Source: an optimization exercise on an open RTL-to-GDS flow (aim: small area). Production flows keep margins and buffers that such runs may drop.
Function was checked by simulation only, so behaviour that the tests miss may differ from the original.
Power figures rest on the tool's default switching activity, not on a simulated workload.

===== design.v =====
`timescale 1ns/1ps
module coef_capture (
    input  logic             clk,
    input  logic             rst,
    input  logic             enable,
    input  logic [64*11-1:0] coef_in,
    output logic [64*23-1:0] ext_block,
    output logic             ext_valid
);
    always_ff @(posedge clk) begin
        if (rst) begin
            ext_valid <= 1'b0;
        end else begin
            ext_valid <= enable;
        end
    end
    always_ff @(posedge clk) begin
        if (rst) begin
            ext_block <= '0;
        end else if (enable) begin
            for (int lane = 0; lane < 64; lane++) begin
                ext_block[lane*23 +: 23] <= {{12{coef_in[lane*11 + 10]}}, coef_in[lane*11 +: 11]};
            end
        end
    end
endmodule
`timescale 1ns/1ps
module recip_multiply #(
    parameter logic [64*8-1:0] QUANT_TABLE = {64{8'd99}}
) (
    input  logic             clk,
    input  logic             rst,
    input  logic             ext_valid,
    input  logic [64*23-1:0] ext_block,
    output logic [64*23-1:0] prod_block,
    output logic             prod_valid
);
    logic [64*13-1:0] recip;
    logic [64*23-1:0] mult_block;
    logic             mult_valid;
    for (genvar lane = 0; lane < 64; lane++) begin : g_recip
        localparam logic [7:0] DIVISOR = QUANT_TABLE[lane*8 +: 8];
        localparam integer RECIP_INT = 4096 / DIVISOR;
        assign recip[lane*13 +: 13] = RECIP_INT[12:0];
    end
    always_ff @(posedge clk) begin
        if (rst) begin
            mult_valid <= 1'b0;
            prod_valid <= 1'b0;
        end else begin
            mult_valid <= ext_valid;
            prod_valid <= mult_valid;
        end
    end
    always_ff @(posedge clk) begin
        if (rst) begin
            mult_block <= '0;
        end else if (ext_valid) begin
            for (int lane = 0; lane < 64; lane++) begin
                mult_block[lane*23 +: 23] <= ext_block[lane*23 +: 23] * {10'd0, recip[lane*13 +: 13]};
            end
        end
    end
    always_ff @(posedge clk) begin
        if (rst) begin
            prod_block <= '0;
        end else if (mult_valid) begin
            prod_block <= mult_block;
        end
    end
endmodule
`timescale 1ns/1ps
module round_output (
    input  logic             clk,
    input  logic             rst,
    input  logic             prod_valid,
    input  logic [64*23-1:0] prod_block,
    output logic [64*11-1:0] q_out,
    output logic             out_enable
);
    always_ff @(posedge clk) begin
        if (rst) begin
            out_enable <= 1'b0;
        end else begin
            out_enable <= prod_valid;
        end
    end
    always_ff @(posedge clk) begin
        if (rst) begin
            q_out <= '0;
        end else if (prod_valid) begin
            for (int lane = 0; lane < 64; lane++) begin
                q_out[lane*11 +: 11] <= prod_block[lane*23 + 12 +: 11] + {10'd0, prod_block[lane*23 + 11]};
            end
        end
    end
endmodule
`timescale 1ns/1ps
module cb_quant_top #(
    parameter logic [64*8-1:0] QUANT_TABLE = {
        8'd99, 8'd99, 8'd99, 8'd99, 8'd99, 8'd99, 8'd99, 8'd99,
        8'd99, 8'd99, 8'd99, 8'd99, 8'd99, 8'd99, 8'd99, 8'd99,
        8'd99, 8'd99, 8'd99, 8'd99, 8'd99, 8'd99, 8'd99, 8'd99,
        8'd99, 8'd99, 8'd99, 8'd99, 8'd99, 8'd99, 8'd99, 8'd99,
        8'd99, 8'd99, 8'd99, 8'd99, 8'd99, 8'd99, 8'd66, 8'd47,
        8'd99, 8'd99, 8'd99, 8'd99, 8'd99, 8'd56, 8'd26, 8'd24,
        8'd99, 8'd99, 8'd99, 8'd99, 8'd66, 8'd26, 8'd21, 8'd18,
        8'd99, 8'd99, 8'd99, 8'd99, 8'd47, 8'd24, 8'd18, 8'd17
    }
) (
    input  logic           clk,
    input  logic           rst,
    input  logic           enable,
    input  logic [64*11-1:0] coef_in,
    output logic [64*11-1:0] q_out,
    output logic           out_enable
);
    logic [64*23-1:0] ext_block;
    logic             ext_valid;
    logic [64*23-1:0] prod_block;
    logic             prod_valid;
    coef_capture i_coef_capture (
        .clk       (clk),
        .rst       (rst),
        .enable    (enable),
        .coef_in   (coef_in),
        .ext_block (ext_block),
        .ext_valid (ext_valid)
    );
    recip_multiply #(
        .QUANT_TABLE (QUANT_TABLE)
    ) i_recip_multiply (
        .clk        (clk),
        .rst        (rst),
        .ext_valid  (ext_valid),
        .ext_block  (ext_block),
        .prod_block (prod_block),
        .prod_valid (prod_valid)
    );
    round_output i_round_output (
        .clk        (clk),
        .rst        (rst),
        .prod_valid (prod_valid),
        .prod_block (prod_block),
        .q_out      (q_out),
        .out_enable (out_enable)
    );
endmodule

===== run.sh =====
#!/bin/bash
# synth_recipe.tcl (not shown) runs the flow's synth.tcl, then flattens the netlist and writes it again
# the make line also repeats each setting of config.mk as NAME=value (left out here)
make -C /OpenROAD-flow-scripts/flow DESIGN_CONFIG=/design/flow/config.mk WORK_HOME=/design/flow/orfs CLKGATE_MAP_FILE= SYNTH_SCRIPT=/design/flow/synth_recipe.tcl finish

===== config.mk =====
export PLATFORM = sky130hd
export DESIGN_NAME = cb_quant_top
export DESIGN_NICKNAME = cb_quant_top
export VERILOG_FILES = /design/flow/design.v
export SDC_FILE = /design/flow/constraint.sdc
export NUM_CORES = 4
export LEC_CHECK = 0
export CAP_MARGIN = 20
export CORE_MARGIN = 2
export CORE_UTILIZATION = 40
export SLEW_MARGIN = 20

===== constraint.sdc =====
create_clock -name core_clock -period 5.0 [get_ports {clk}]
set_input_delay 1.0000 -clock core_clock [delete_from_list [all_inputs] [get_ports {clk}]]
set_output_delay 1.0000 -clock core_clock [all_outputs]
set_load 0.01 [all_outputs]

==> results.txt <==
## worst max-delay path: cells and delay by family (launching register included)
kind	cells	cell delay, ps
flip-flops	1	500
AO/OA/AOI/OAI	5	930
buffers and inverters	2	100
AND/OR/NAND/NOR	2	590
XOR/XNOR	1	160
adder cells (fa/ha/maj)	5	2150
## synthesized netlist by cell type (all sizes together), types with 18 or more instances
cell | count | area share
ha | 2426 | 0.17
clkbuf | 571 | 0.012
mux2i | 1749 | 0.099
o21bai | 36 | 0.0015
or3 | 62 | 0.0022
a211oi | 623 | 0.027
nand2b | 63 | 0.0022
nor4b | 19 | 0.0022
buf | 180 | 0.0040
xnor2 | 771 | 0.038
and2 | 24 | 0.00085
o21ai | 475 | 0.014
a31o | 34 | 0.0017
a311oi | 67 | 0.0034
nor3 | 129 | 0.0037
inv | 2401 | 0.051
xor2 | 419 | 0.021
nand4 | 43 | 0.0015
a211o | 33 | 0.0016
dfxtp | 2922 | 0.33
a21o | 291 | 0.012
a221oi | 18 | 0.0015
o22ai | 23 | 0.00085
a21oi | 300 | 0.0088
o211ai | 47 | 0.0020
and3 | 219 | 0.0078
o31ai | 47 | 0.0020
a32o | 45 | 0.0025
a31oi | 40 | 0.0015
nor2 | 2689 | 0.057
nand3 | 383 | 0.011
nor2b | 60 | 0.0021
or2 | 27 | 0.00096
nand2 | 666 | 0.014
o21a | 64 | 0.0027
fa | 660 | 0.075
## cells by family (layout without fill, tap and decap cells)
logic type,after synthesis,after routing,synth area share
xor+xnor,1190,1190,0.05898
fa+ha+maj,3086,3086,0.2465
buf+inv,3154,4587,0.06715
mux,1749,1749,0.09907
compound gates,2260,2260,0.08951
other cells,0,74,0
simple gates,4428,4428,0.1078
flops,2922,2922,0.3310
## path summary, 6_finish.rpt
| kind | start | endpoint | slack, ps | cells past startpoint |
|---|---|---|---|---|
| worst min-delay path | i_recip_multiply.mult_block[252] | i_recip_multiply.mult_block[252] | 440 | 2 |
| worst min register to register | i_recip_multiply.mult_block[252] | i_recip_multiply.mult_block[252] | 440 | 2 |
| worst max register to register | i_coef_capture.ext_block[397] | i_recip_multiply.mult_block[407] | 410 | 15 |
| worst max-delay path | i_coef_capture.ext_block[397] | i_recip_multiply.mult_block[407] | 410 | 15 |
## final cells by class
| class | count | area (um2) | share of cell area |
|---|---|---|---|
| well taps | 5904 | 7387 | 0.03525 |
| multi-input cells | 12710 | 106400 | 0.5077 |
| clock inverters | 150 | 2267 | 0.01082 |
| repair buffers | 1559 | 15910 | 0.07592 |
| clock buffers | 475 | 9872 | 0.04711 |
| inverters | 2403 | 9035 | 0.04312 |
| flip-flops and latches | 2922 | 58510 | 0.2792 |
| diodes | 74 | 185.2 | 0.0008837 |
## repair_timing
item | in CTS | in global routing
setup endpoints to repair | 0 | 5
hold buffers | 0 | 0
gates resized for setup | 0 | 2
## per-layer routing
| metal | vias up | share of wire | wire (um) | global-route usage |
|---|---|---|---|---|
| met3 | 777 | 0.042 | 21090 | 0.03273 |
| met1 | 61980 | 0.44 | 220800 | 0.2756 |
| met5 | - | 0.00056 | 279 | 0.001628 |
| met4 | 42 | 0.044 | 22000 | 0.09338 |
| li1 | 65260 | - | - | - |
| met2 | 2172 | 0.47 | 234100 | 0.3669 |
## sequential cells by signal (all words and copies together), names as in the netlist
signal and count:
i_recip_multiply.mult_block 755, i_coef_capture.ext_block 704, i_recip_multiply.prod_valid 1, i_round_output.out_enable 1, i_recip_multiply.mult_valid 1, i_recip_multiply.prod_block 755, i_coef_capture.ext_valid 1, i_round_output.q_out 704
## per-stage QoR
step,hold WS [ps],area [um2],utilization,instances
2_1_floorplan,415.3,176700,-,18790
4_1_cts,401.9,209300,0.4749,26130
3_5_place_dp,435.9,197200,0.4473,25500
5_1_grt,458.0,209500,0.4752,26190
6_report,441.0,209500,0.4753,26200
3_3_place_gp,426.8,197200,0.4473,25500
## power breakdown
| part | switching (W) | total [W] | internal, W | leakage (nW) |
|---|---|---|---|---|
| Clock | 0.0109 | 0.0268 | 0.0160 | 5.88 |
| Combinational | 0.00605 | 0.0111 | 0.00502 | 66.2 |
| Sequential | 0.000961 | 0.0252 | 0.0242 | 23.8 |
==> flow_summary.yaml <==
placement:
  gp_congestion: 0.8873
  port_buffers: 1411
  dp_hpwl_mm: 383.8
  dp_slack_ps: 347.4
flow_run:
  cap_violations: 0
global_route:
  grt_max_degree: 195
  grt_pass1_vias: 126600
  overflow: 0
  grt_pass1_wl_mm: 759.7
  grt_util_all_layers: 0.2176
  antenna_found_initial: 134
setup_path:
  worst_setup_path_end_kind: "register"
  worst_setup_path_start_kind: "register"
  critPathSlowestCell: "fa_1"
  slowest_delay_ps: 540
  crit_type: "register to register"
  required_ps: 5760
  path_cells: "fa_1, ha_1, fa_1, inv_1, fa_1, inv_1, ha_1, a2111oi_0, o21ai_0, nor3_1, a211oi_1, or3_1, a21oi_1, xor2_1, o21ai_0"
  cp_max_fo: 6
  worst_ep_arrival_time_ps: 5360
  crit_top_cell: "fa_1"
timing:
  finalCritPeriodShare: 0.9188
  tightest_slew_ps: 1171
  setup_slack_ps: 405.9
  max_freq_mhz: 217.7
  fin_tns_setup_ps: 0
  slew_violations: 0
  maxSlewHeadroom: 0.2196
  grt_setup_unrepaired: "no"
  finClkSkew_ps: 48.34
  hold_violations: 0
  setup_viol: 0
  fin_crit_ps: 4594
cells_and_area:
  syn2layout_area_growth_pct: 18.57
  layout.cells.most_common: "dfxtp_1"
  fin_nets: 23740
  layout_common_cells: "2918 x dfxtp_1, 2688 x nor2_1, 2426 x ha_1"
  fillCellCount: 42040
  drive_gt1_frac: 0.04357
outcome:
  outcome: "finished clean"
floorplan:
  die_w_um: 668.7
  start_util: 0.4009
  ios: 1412
  row_count: 244
  coreArea_um2: 440800
  dieArea_um2: 447100
  die_y_um: 668.7
clock_tree:
  cts_max_path_buffers: 4
  numCtsBuffers: 344
  cts.sinks: 2922
  cts.htree.levels: 5
  cts_setup_buffers: 0
  cts-root-buf: "clkbuf_16"
  insertion_delay_ps: 940
  cts_tree: "done"
  path_clk_slew_ps: 60
power:
  p_per_area_nw_per_um2: 301.0
  total_leakage_power_nw: 95.86
  power_w: 0.06307
  peakVddDrop_mv: 0.2888
routing:
  num_vias: 130200
  wl_per_cell_um: 19.02
  drtIter0Drc: 6088
  dr.pass1.iters: 5
  drc: 0
  routed_wl_mm: 498.3
  vias_per_cell: 4.970
  antenna_left: 0
logic_synthesis:
  yosysWarnings: 3
  synthArstFlopShare: 0
  synth_cells: 18790
  syn_nets: 22580
  ys.flop_type: "dfxtp_1"
  synth-seq-cells: 2922
  synthDistinctLibCells: 91
  avgSynthCellArea_um2: 9.405
  synth_area_um2: 176700
  synth_edf_count: 0
  yosysSeqAreaShare: 0.3310
min_path:
  hold_path.class: "register to register"

-- port drivers added, routing unchanged --
In the flow no input, the clock included, has a driving cell. The finished layout below was timed again as built, in two steps. Step 1, drivers: a clkbuf_16 drives clk and a buf_2 each remaining input, both assumed. Step 2, shift: input delay + t, output delay - t, t = (earliest + latest rising clock arrival at the registers) / 2. This alone moves slack from input paths to output paths. Three values: no drivers, after step 1, after step 2; two values: the first two.
shift t [ns]: 1.030
slack for setup (ns): 0.406 / 0.406 / 0.406
hold slack, ns: 0.441 / 0.433 / 0.441
worst register clock-pin slew, ns: 0.07 / 0.07
After both steps setup and hold are still met in this run. The setup slack of this run moves by 0.000 ns with the drivers and by 0.000 ns with both steps.
